This is an optimization exercise on Yosys and OpenROAD, whose aim is small area, a short achievable clock period and few clock cycles per item, not a production implementation.
Function was checked by simulation only, so behaviour that the tests miss may differ from the original.

==> inputs of v24 <==
Design cordic_sincos_pipe, start of the top module:
module cordic_sincos_pipe
#(
    parameter int unsigned WIDTH      = 22,
    parameter int unsigned ITERATIONS = 16,
    parameter int unsigned STAGES     = 8,
    parameter int unsigned TAG_W      = 4
) (
    input  logic             clk,
    input  logic             reset,
    input  logic             clk_en,
    input  logic             in_valid,
    output logic             in_ready,
    input  logic [31:0]      angle,
    input  logic [TAG_W-1:0] in_tag,
    output logic             out_valid,
    input  logic             out_ready,
    output logic [31:0]      sin_out,
    output logic [31:0]      cos_out,
    output logic             out_err,
    output logic [TAG_W-1:0] out_tag
);
    logic advance;
    assign advance  = clk_en & (~out_valid | out_ready);
    assign in_ready = advance & ~reset;
    logic [7:0]  e_a;
    logic [23:0] mag_a;
    logic        err_a, fold_a, d0_a, neg1_a;
    always_comb begin
        e_a   = angle[30:23];
        mag_a  = (e_a >= 8'd105 && e_a <= 8'd128) ? ({1'b1, angle[22:0]} >> 5'(8'd128 - e_a)) : 24'd0;
        err_a  = (e_a >= 8'd129) || (e_a == 8'd128 && angle[22:0] > 23'h490FDB);    
        fold_a = (e_a == 8'd128) || (e_a == 8'd127 && angle[22:1] > 22'h2487ED);    
        d0_a   = fold_a ? (angle[31] || (e_a == 8'd128 && angle[22:0] == 23'h490FDB))
                        : (!angle[31] || e_a < 8'd105);
        neg1_a = (fold_a == d0_a);
    end
    logic             v_r0, err_r0, neg_r0, d0_r0, s_r0;
    logic [23:0]      mag_r0;
  ...
==> flow/config.mk <==
export PLATFORM = sky130hd
export DESIGN_NAME = cordic_sincos_pipe
export DESIGN_NICKNAME = cordic_sincos_pipe
export VERILOG_FILES = /design/flow/design.v
export SDC_FILE = /design/flow/constraint.sdc
export NUM_CORES = 4
export LEC_CHECK = 0
export ABC_AREA = 1
export CAP_MARGIN = 20
export CORE_MARGIN = 2
export CORE_UTILIZATION = 40
export SLEW_MARGIN = 20
==> flow/constraint.sdc <==
create_clock -name core_clock -period 18.0 [get_ports {clk}]
set_input_delay 3.6000 -clock core_clock [delete_from_list [all_inputs] [get_ports {clk}]]
set_output_delay 3.6000 -clock core_clock [all_outputs]
set_load 0.01 [all_outputs]
standard.sh (not shown) runs the stock make flow with config.mk's settings and CLKGATE_MAP_FILE= SYNTH_SCRIPT=/design/flow/synth_recipe.tcl, a recipe that flattens the netlist after the stock synthesis.
==> flow/flow/run.sh <==
#!/bin/bash
# Standard ORFS layout (the standard.sh, standard synthesis unchanged), with
# timing repair asked to leave more setup slack than the clock needs, so that
# the layout reaches a shorter achieved period. The clock and constraints are
# the design's own (constraint.sdc is not touched).
set -euo pipefail
bash standard.sh SETUP_SLACK_MARGIN=10.5 finish > run_standard.log 2>&1
==> v36: changes against v24 <==
==> flow/flow/run.sh (replaced) <==
#!/bin/bash
# Standard ORFS layout (the standard.sh, standard synthesis unchanged), with
# timing repair asked to leave more setup slack than the clock needs, so that
# the layout reaches a shorter achieved period, and the port buffers made from
# buf_2 instead of the default clkdlybuf4s50_1. The clock and constraints are
# the design's own (constraint.sdc is not touched); every port still gets a
# buffer.
set -euo pipefail
export BUFFER_PORTS_ARGS="-buffer_cell sky130_fd_sc_hd__buf_2"
bash standard.sh SETUP_SLACK_MARGIN=10.5 finish > run_standard.log 2>&1
--- a/flow/config.mk
+++ b/flow/config.mk
@@ -9,4 +9,5 @@
 export CAP_MARGIN = 20
 export CORE_MARGIN = 2
 export CORE_UTILIZATION = 40
+export CTS_BUF_LIST = sky130_fd_sc_hd__clkbuf_4 sky130_fd_sc_hd__clkbuf_8
 export SLEW_MARGIN = 20
==> results.py <==
metrics = {
    "outcome": {
        "outcome": "no timing/DRC/antenna violations",
    },
    "timing": {
        "fmaxAchievable_ghz": 0.130,
        "holdWs_ns": 0.398,
    },
    "clock_tree": {
        "htreeDepth": 3,
        "post-cts-setup-buffer-count": 108,
        "cts_root_buf": "clkbuf_8",
    },
    "layout": {
        "syn2layout_area_growth_pct": 20.8,
    },
    "placement": {
        "place_area_um2": 48800,
    },
    "setup_path": {
        "worstRegToRegCells": 57,
        "r2r-end": "x_r5[10]",
    },
    "route": {
        "drt-met1-wl_mm": 60.0,
    },
}
the above is filed under v36

==> results.py <==
metrics = {
    "floorplan": {
        "die-height_um": 345,
        "core_area_um2": 116000,
    },
    "route": {
        "drt-met1-wl_mm": 60.8,
        "drc": 0,
    },
    "outcome": {
        "outcome": "no timing/DRC/antenna violations",
    },
    "timing": {
        "fmaxAchievable_ghz": 0.130,
        "holdWs_ns": 0.399,
        "finalHoldViolCount": 0,
    },
    "setup_path": {
        "crit_path_start_kind": "flop",
        "r2r-end": "x_r5[15]",
        "worstRegToRegCells": 56,
    },
    "placement": {
        "place_area_um2": 49300,
    },
    "grt": {
        "grt.met3_usage_pct": 2.74,
    },
    "clock_tree": {
        "post-cts-setup-buffer-count": 118,
        "htreeDepth": 2,
    },
    "layout": {
        "syn2layout_area_growth_pct": 24.4,
    },
}
the above is filed under v24

Testbench counts of v24, summed over its fixed seeds: cycles 32,056, items 32,000.
Testbench counts of v36, summed over its fixed seeds: cycles 32,056, items 32,000.

==> 02-25 <==
cordic_sincos_pipe, a different RTL version from the one above (not shown whole).
==> flow/design.v (excerpt) <==
module cordic_sincos_pipe
#(
    parameter int unsigned WIDTH      = 22,
    parameter int unsigned ITERATIONS = 16,
    parameter int unsigned STAGES     = 8,
    parameter int unsigned TAG_W      = 4
) (
    input  logic             clk,
    input  logic             reset,
    input  logic             clk_en,
    input  logic             in_valid,
    output logic             in_ready,
    input  logic [31:0]      angle,
    input  logic [TAG_W-1:0] in_tag,
    output logic             out_valid,
    input  logic             out_ready,
    output logic [31:0]      sin_out,
    output logic [31:0]      cos_out,
    output logic             out_err,
    output logic [TAG_W-1:0] out_tag
);
Settings: LEC_CHECK=0, ABC_AREA=1, CAP_MARGIN=20, CORE_MARGIN=2, CORE_UTILIZATION=65, PLACE_DENSITY=0.75, SLEW_MARGIN=20; clock period 18.0 ns.
==> flow/flow/run.sh <==
#!/bin/bash
# Standard ORFS layout (the standard.sh, standard synthesis unchanged), with
# timing repair asked to leave more setup slack than the clock needs, so that
# the layout reaches a shorter achieved period. The clock and constraints are
# the design's own (constraint.sdc is not touched).
set -euo pipefail
bash standard.sh SETUP_SLACK_MARGIN=10.5 finish > run_standard.log 2>&1
==> inputs of 09-04, as changes to 02-25 <==
--- a/flow/design.v
+++ b/flow/design.v
@@ -160,82 +160,75 @@
     output logic             out_err,
     output logic [TAG_W-1:0] out_tag
 );
     logic advance;
     assign advance  = clk_en & (~out_valid | out_ready);
     assign in_ready = advance & ~reset;
     logic [7:0]  e_a;
     logic [23:0] mag_a;
-    logic        err_a, fold_a, d0_a, neg1_a;
+    logic        err_a, fold_a, d0_a;
     always_comb begin
         e_a   = angle[30:23];
         mag_a  = (e_a >= 8'd105 && e_a <= 8'd128) ? ({1'b1, angle[22:0]} >> 5'(8'd128 - e_a)) : 24'd0;
         err_a  = (e_a >= 8'd129) || (e_a == 8'd128 && angle[22:0] > 23'h490FDB);    
         fold_a = (e_a == 8'd128) || (e_a == 8'd127 && angle[22:1] > 22'h2487ED);    
         d0_a   = fold_a ? (angle[31] || (e_a == 8'd128 && angle[22:0] == 23'h490FDB))
                         : (!angle[31] || e_a < 8'd105);
-        neg1_a = (fold_a == d0_a);
     end
-    logic             v_r0, err_r0, neg_r0, d0_r0, s_r0;
+    logic             v_r0, err_r0, neg_r0, d0_r0;
     logic [23:0]      mag_r0;
     logic [TAG_W-1:0] tag_r0;
     always_ff @(posedge clk) begin
         if (reset)        v_r0 <= 1'b0;
         else if (advance) v_r0 <= in_valid & in_ready;
         if (advance) begin
-            err_r0 <= err_a; neg_r0 <= fold_a; d0_r0 <= d0_a; s_r0 <= neg1_a; mag_r0 <= mag_a ^ {24{neg1_a}}; tag_r0 <= in_tag;
+            err_r0 <= err_a; neg_r0 <= fold_a; d0_r0 <= d0_a; mag_r0 <= mag_a; tag_r0 <= in_tag;
         end
     end
-    logic [23:0] k1_s1;
     logic [22:0] z1_s1;
     always_comb begin
-        case ({neg_r0, s_r0})
-            2'b00:   k1_s1 = -24'sd3294199;
-            2'b01:   k1_s1 = 24'd3294200;
-            2'b10:   k1_s1 = -24'sd9882596;
-            default: k1_s1 = 24'd9882597;
+        case ({neg_r0, d0_r0})
+            2'b01:   z1_s1 = 23'(mag_r0 - 24'd3294199);
+            2'b00:   z1_s1 = 23'(24'd3294199 - mag_r0);
+            2'b11:   z1_s1 = 23'(24'd9882596 - mag_r0);
+            default: z1_s1 = 23'(mag_r0 - 24'd9882596);
         endcase
     end
-    logic [23:0] z1w_s1;
-    cs_addsub #(24) u_z1_s1 (.a(mag_r0), .b(k1_s1), .sub(1'b0), .s(z1w_s1));
-    assign z1_s1 = z1w_s1[22:0];
     logic [21:0] z2_s1;
-    cs_addsub #(22) u_z2_s1 (.a(z1_s1[21:0]), .b(22'd1944679), .sub(!z1_s1[22]), .s(z2_s1));
+    assign z2_s1 = !z1_s1[22] ? 22'(z1_s1[21:0] - 22'd1944679) : 22'(z1_s1[21:0] + 22'd1944679);
     logic [20:0] z3_s1;
-    cs_addsub #(21) u_z3_s1 (.a(z2_s1[20:0]), .b(21'd1027515), .sub(!z2_s1[21]), .s(z3_s1));
-    logic [19:0] z4_s1;
-    cs_addsub #(20) u_z4_s1 (.a(z3_s1[19:0]), .b(20'd521583), .sub(!z3_s1[20]), .s(z4_s1));
+    assign z3_s1 = !z2_s1[21] ? 21'(z2_s1[20:0] - 21'd1027515) : 21'(z2_s1[20:0] + 21'd1027515);
     logic             v_r1, err_r1, neg_r1;
     logic [TAG_W-1:0] tag_r1;
     logic d0_r1;
     logic d1_r1;
     logic d2_r1;
-    logic d3_r1;
-    logic [19:0] z_r1;
+    logic [20:0] z_r1;
     always_ff @(posedge clk) begin
         if (reset)        v_r1 <= 1'b0;
         else if (advance) v_r1 <= v_r0;
         if (advance) begin
             err_r1 <= err_r0; neg_r1 <= neg_r0; tag_r1 <= tag_r0;
             d0_r1 <= d0_r0;
             d1_r1 <= !z1_s1[22];
             d2_r1 <= !z2_s1[21];
-            d3_r1 <= !z3_s1[20];
-            z_r1 <= z4_s1;
+            z_r1 <= z3_s1;
         end
     end
+    logic [19:0] z4_s2;
+    assign z4_s2 = !z_r1[20] ? 20'(z_r1[19:0] - 20'd521583) : 20'(z_r1[19:0] + 20'd521583);
     logic [18:0] z5_s2;
-    cs_addsub #(19) u_z5_s2 (.a(z_r1[18:0]), .b(19'd261803), .sub(!z_r1[19]), .s(z5_s2));
+    assign z5_s2 = !z4_s2[19] ? 19'(z4_s2[18:0] - 19'd261803) : 19'(z4_s2[18:0] + 19'd261803);
     logic [17:0] z6_s2;
-    cs_addsub #(18) u_z6_s2 (.a(z5_s2[17:0]), .b(18'd131029), .sub(!z5_s2[18]), .s(z6_s2));
+    assign z6_s2 = !z5_s2[18] ? 18'(z5_s2[17:0] - 18'd131029) : 18'(z5_s2[17:0] + 18'd131029);
     logic [23:0] x6_s2;
     logic [22:0] y6_s2;
     always_comb begin
-        case ({!z5_s2[18], !z_r1[19], d3_r1, d2_r1, d1_r1, d0_r1})
+        case ({!z5_s2[18], !z4_s2[19], !z_r1[20], d2_r1, d1_r1, d0_r1})
             6'd0: begin x6_s2 = 24'hf6fdf4; y6_s2 = 23'h40a5ce; end
             6'd1: begin x6_s2 = 24'h3f5a33; y6_s2 = 23'h76fdf8; end
             6'd2: begin x6_s2 = 24'h2d46ef; y6_s2 = 23'h52c83f; end
             6'd3: begin x6_s2 = 24'h2d37c1; y6_s2 = 23'h2d46f2; end
             6'd4: begin x6_s2 = 24'h15dd58; y6_s2 = 23'h43dca1; end
             6'd5: begin x6_s2 = 24'h3c235f; y6_s2 = 23'h15dd5c; end
             6'd6: begin x6_s2 = 24'h3d3ab7; y6_s2 = 23'h6d68a8; end
             6'd7: begin x6_s2 = 24'h129757; y6_s2 = 23'h3d3ab7; end
@@ -309,19 +302,19 @@
         if (advance) begin
             err_r2 <= err_r1; neg_r2 <= neg_r1; tag_r2 <= tag_r1;
             z_r2 <= z6_s2;
             x_r2 <= x6_s2;
             y_r2 <= y6_s2;
         end
     end
     logic [16:0] z7_s3;
-    cs_addsub #(17) u_z7_s3 (.a(z_r2[16:0]), .b(17'd65531), .sub(!z_r2[17]), .s(z7_s3));
+    assign z7_s3 = !z_r2[17] ? 17'(z_r2[16:0] - 17'd65531) : 17'(z_r2[16:0] + 17'd65531);
     logic [15:0] z8_s3;
-    cs_addsub #(16) u_z8_s3 (.a(z7_s3[15:0]), .b(16'd32767), .sub(!z7_s3[16]), .s(z8_s3));
+    assign z8_s3 = !z7_s3[16] ? 16'(z7_s3[15:0] - 16'd32767) : 16'(z7_s3[15:0] + 16'd32767);
     logic [23:0] x7_s3;
     logic [22:0] y7_s3;
     cs_addsub #(24) u_x7_s3 (.a(x_r2), .b(24'($signed(y_r2) >>> 6)), .sub(!z_r2[17]), .s(x7_s3));
     cs_addsub #(23) u_y7_s3 (.a(y_r2), .b(23'($signed(x_r2) >>> 6)), .sub(!(!z_r2[17])), .s(y7_s3));
     logic [23:0] x8_s3;
     logic [22:0] y8_s3;
     cs_addsub #(24) u_x8_s3 (.a(x7_s3), .b(24'($signed(y7_s3) >>> 7)), .sub(!z7_s3[16]), .s(x8_s3));
     cs_addsub #(23) u_y8_s3 (.a(y7_s3), .b(23'($signed(x7_s3) >>> 7)), .sub(!(!z7_s3[16])), .s(y8_s3));
==> inputs of 07-03, as changes to 02-25 <==
--- a/flow/design.v
+++ b/flow/design.v
@@ -160,82 +160,75 @@
     output logic             out_err,
     output logic [TAG_W-1:0] out_tag
 );
     logic advance;
     assign advance  = clk_en & (~out_valid | out_ready);
     assign in_ready = advance & ~reset;
     logic [7:0]  e_a;
     logic [23:0] mag_a;
-    logic        err_a, fold_a, d0_a, neg1_a;
+    logic        err_a, fold_a, d0_a;
     always_comb begin
         e_a   = angle[30:23];
         mag_a  = (e_a >= 8'd105 && e_a <= 8'd128) ? ({1'b1, angle[22:0]} >> 5'(8'd128 - e_a)) : 24'd0;
         err_a  = (e_a >= 8'd129) || (e_a == 8'd128 && angle[22:0] > 23'h490FDB);    
         fold_a = (e_a == 8'd128) || (e_a == 8'd127 && angle[22:1] > 22'h2487ED);    
         d0_a   = fold_a ? (angle[31] || (e_a == 8'd128 && angle[22:0] == 23'h490FDB))
                         : (!angle[31] || e_a < 8'd105);
-        neg1_a = (fold_a == d0_a);
     end
-    logic             v_r0, err_r0, neg_r0, d0_r0, s_r0;
+    logic             v_r0, err_r0, neg_r0, d0_r0;
     logic [23:0]      mag_r0;
     logic [TAG_W-1:0] tag_r0;
     always_ff @(posedge clk) begin
         if (reset)        v_r0 <= 1'b0;
         else if (advance) v_r0 <= in_valid & in_ready;
         if (advance) begin
-            err_r0 <= err_a; neg_r0 <= fold_a; d0_r0 <= d0_a; s_r0 <= neg1_a; mag_r0 <= mag_a ^ {24{neg1_a}}; tag_r0 <= in_tag;
+            err_r0 <= err_a; neg_r0 <= fold_a; d0_r0 <= d0_a; mag_r0 <= mag_a; tag_r0 <= in_tag;
         end
     end
-    logic [23:0] k1_s1;
     logic [22:0] z1_s1;
     always_comb begin
-        case ({neg_r0, s_r0})
-            2'b00:   k1_s1 = -24'sd3294199;
-            2'b01:   k1_s1 = 24'd3294200;
-            2'b10:   k1_s1 = -24'sd9882596;
-            default: k1_s1 = 24'd9882597;
+        case ({neg_r0, d0_r0})
+            2'b01:   z1_s1 = 23'(mag_r0 - 24'd3294199);
+            2'b00:   z1_s1 = 23'(24'd3294199 - mag_r0);
+            2'b11:   z1_s1 = 23'(24'd9882596 - mag_r0);
+            default: z1_s1 = 23'(mag_r0 - 24'd9882596);
         endcase
     end
-    logic [23:0] z1w_s1;
-    cs_addsub #(24) u_z1_s1 (.a(mag_r0), .b(k1_s1), .sub(1'b0), .s(z1w_s1));
-    assign z1_s1 = z1w_s1[22:0];
     logic [21:0] z2_s1;
-    cs_addsub #(22) u_z2_s1 (.a(z1_s1[21:0]), .b(22'd1944679), .sub(!z1_s1[22]), .s(z2_s1));
+    assign z2_s1 = !z1_s1[22] ? 22'(z1_s1[21:0] - 22'd1944679) : 22'(z1_s1[21:0] + 22'd1944679);
     logic [20:0] z3_s1;
-    cs_addsub #(21) u_z3_s1 (.a(z2_s1[20:0]), .b(21'd1027515), .sub(!z2_s1[21]), .s(z3_s1));
-    logic [19:0] z4_s1;
-    cs_addsub #(20) u_z4_s1 (.a(z3_s1[19:0]), .b(20'd521583), .sub(!z3_s1[20]), .s(z4_s1));
+    assign z3_s1 = !z2_s1[21] ? 21'(z2_s1[20:0] - 21'd1027515) : 21'(z2_s1[20:0] + 21'd1027515);
     logic             v_r1, err_r1, neg_r1;
     logic [TAG_W-1:0] tag_r1;
     logic d0_r1;
     logic d1_r1;
     logic d2_r1;
-    logic d3_r1;
-    logic [19:0] z_r1;
+    logic [20:0] z_r1;
     always_ff @(posedge clk) begin
         if (reset)        v_r1 <= 1'b0;
         else if (advance) v_r1 <= v_r0;
         if (advance) begin
             err_r1 <= err_r0; neg_r1 <= neg_r0; tag_r1 <= tag_r0;
             d0_r1 <= d0_r0;
             d1_r1 <= !z1_s1[22];
             d2_r1 <= !z2_s1[21];
-            d3_r1 <= !z3_s1[20];
-            z_r1 <= z4_s1;
+            z_r1 <= z3_s1;
         end
     end
+    logic [19:0] z4_s2;
+    assign z4_s2 = !z_r1[20] ? 20'(z_r1[19:0] - 20'd521583) : 20'(z_r1[19:0] + 20'd521583);
     logic [18:0] z5_s2;
-    cs_addsub #(19) u_z5_s2 (.a(z_r1[18:0]), .b(19'd261803), .sub(!z_r1[19]), .s(z5_s2));
+    assign z5_s2 = !z4_s2[19] ? 19'(z4_s2[18:0] - 19'd261803) : 19'(z4_s2[18:0] + 19'd261803);
     logic [17:0] z6_s2;
-    cs_addsub #(18) u_z6_s2 (.a(z5_s2[17:0]), .b(18'd131029), .sub(!z5_s2[18]), .s(z6_s2));
+    assign z6_s2 = !z5_s2[18] ? 18'(z5_s2[17:0] - 18'd131029) : 18'(z5_s2[17:0] + 18'd131029);
     logic [23:0] x6_s2;
     logic [22:0] y6_s2;
     always_comb begin
-        case ({!z5_s2[18], !z_r1[19], d3_r1, d2_r1, d1_r1, d0_r1})
+        case ({!z5_s2[18], !z4_s2[19], !z_r1[20], d2_r1, d1_r1, d0_r1})
             6'd0: begin x6_s2 = 24'hf6fdf4; y6_s2 = 23'h40a5ce; end
             6'd1: begin x6_s2 = 24'h3f5a33; y6_s2 = 23'h76fdf8; end
             6'd2: begin x6_s2 = 24'h2d46ef; y6_s2 = 23'h52c83f; end
             6'd3: begin x6_s2 = 24'h2d37c1; y6_s2 = 23'h2d46f2; end
             6'd4: begin x6_s2 = 24'h15dd58; y6_s2 = 23'h43dca1; end
             6'd5: begin x6_s2 = 24'h3c235f; y6_s2 = 23'h15dd5c; end
             6'd6: begin x6_s2 = 24'h3d3ab7; y6_s2 = 23'h6d68a8; end
             6'd7: begin x6_s2 = 24'h129757; y6_s2 = 23'h3d3ab7; end
@@ -309,19 +302,19 @@
         if (advance) begin
             err_r2 <= err_r1; neg_r2 <= neg_r1; tag_r2 <= tag_r1;
             z_r2 <= z6_s2;
             x_r2 <= x6_s2;
             y_r2 <= y6_s2;
         end
     end
     logic [16:0] z7_s3;
-    cs_addsub #(17) u_z7_s3 (.a(z_r2[16:0]), .b(17'd65531), .sub(!z_r2[17]), .s(z7_s3));
+    assign z7_s3 = !z_r2[17] ? 17'(z_r2[16:0] - 17'd65531) : 17'(z_r2[16:0] + 17'd65531);
     logic [15:0] z8_s3;
-    cs_addsub #(16) u_z8_s3 (.a(z7_s3[15:0]), .b(16'd32767), .sub(!z7_s3[16]), .s(z8_s3));
+    assign z8_s3 = !z7_s3[16] ? 16'(z7_s3[15:0] - 16'd32767) : 16'(z7_s3[15:0] + 16'd32767);
     logic [23:0] x7_s3;
     logic [22:0] y7_s3;
     cs_addsub #(24) u_x7_s3 (.a(x_r2), .b(24'($signed(y_r2) >>> 6)), .sub(!z_r2[17]), .s(x7_s3));
     cs_addsub #(23) u_y7_s3 (.a(y_r2), .b(23'($signed(x_r2) >>> 6)), .sub(!(!z_r2[17])), .s(y7_s3));
     logic [23:0] x8_s3;
     logic [22:0] y8_s3;
     cs_addsub #(24) u_x8_s3 (.a(x7_s3), .b(24'($signed(y7_s3) >>> 7)), .sub(!z7_s3[16]), .s(x8_s3));
     cs_addsub #(23) u_y8_s3 (.a(y7_s3), .b(23'($signed(x7_s3) >>> 7)), .sub(!(!z7_s3[16])), .s(y8_s3));
==> flow/flow/run.sh (replaced) <==
#!/bin/bash
# Standard ORFS layout (the standard.sh, standard synthesis unchanged), with
# timing repair asked to leave more setup slack than the clock needs, so that
# the layout reaches a shorter achieved period, and the port buffers made from
# buf_2 instead of the default clkdlybuf4s50_1. The clock and constraints are
# the design's own (constraint.sdc is not touched); every port still gets a
# buffer.
set -euo pipefail
export BUFFER_PORTS_ARGS="-buffer_cell sky130_fd_sc_hd__buf_2"
bash standard.sh SETUP_SLACK_MARGIN=10.5 finish > run_standard.log 2>&1
- CORE_UTILIZATION: 65 -> 55
- CTS_BUF_LIST: unset -> sky130_fd_sc_hd__clkbuf_4 sky130_fd_sc_hd__clkbuf_8
- PLACE_DENSITY: 0.75 -> 0.68
==> comparison table <==
quantity                                                                 02-25                    07-03                    09-04
Outcome                                                 stopped before the end  complete, no violations  complete, no violations
Failing step                                          global routing (5_1_grt)                        -                        -
CTS H-tree lvls                                                              2                        3                        2
First DRT Iteration DRCs                                                     -                    4,507                    5,280
Count of endpoints failing setup in the final report                         -                        0                        0
First-pass DRT Iterations                                                    -                        8                        9
Setup_tns                                                                    -                     0 ns                     0 ns
Final critical-path setup slack                                              -                 10.42 ns                 10.40 ns
Tapcell count                                                                -                    1,186                    1,040
Hold path start                                                              -                   neg_r2                   err_r4
DR vias/cell                                                                 -                     5.75                     6.08
Commonest non-fill, non-tap cell in the layout                               -                  nand2_1                  nand2_1
CP required                                                                  -                 14.40 ns                 14.40 ns
Testbench counts of 02-25, summed over its fixed seeds: cycles 32,056, items 32,000.
Testbench counts of 09-04, summed over its fixed seeds: cycles 32,056, items 32,000.
Testbench counts of 07-03, summed over its fixed seeds: cycles 32,056, items 32,000.

## what the ideal ports hide
Ports are ideal in the flow. The routed layouts listed here were re-timed in OpenROAD.
Step 1 assumes that a clkbuf_16 drives the clock port and a buf_2 every other input.
Step 2 times the ports against the registers' clock, not the clock port: input delays grow and output delays shrink by t, the midpoint of the rising clock arrivals with the driver on.
a / b / c = ideal / step 1 / step 2; a / b = the first two.
| run | shift t [ns] | slack for setup (ns) | latest minus earliest clock arrival (ns) |
|---|---|---|---|
| v24 | 0.695 | 10.335 / 10.335 / 10.059 | 0.033 / 0.033 |
| v36 | 0.772 | 10.283 / 10.283 / 10.252 | 0.055 / 0.055 |
| 09-04 | 0.655 | 10.397 / 10.364 / 10.364 | 0.034 / 0.035 |
| 07-03 | 0.737 | 10.415 / 10.382 / 10.382 | 0.048 / 0.048 |
After both steps every run listed still meets setup and hold. The setup slack of v24, which loses most, moves by 0.000 ns with the drivers and by -0.276 ns with both steps.
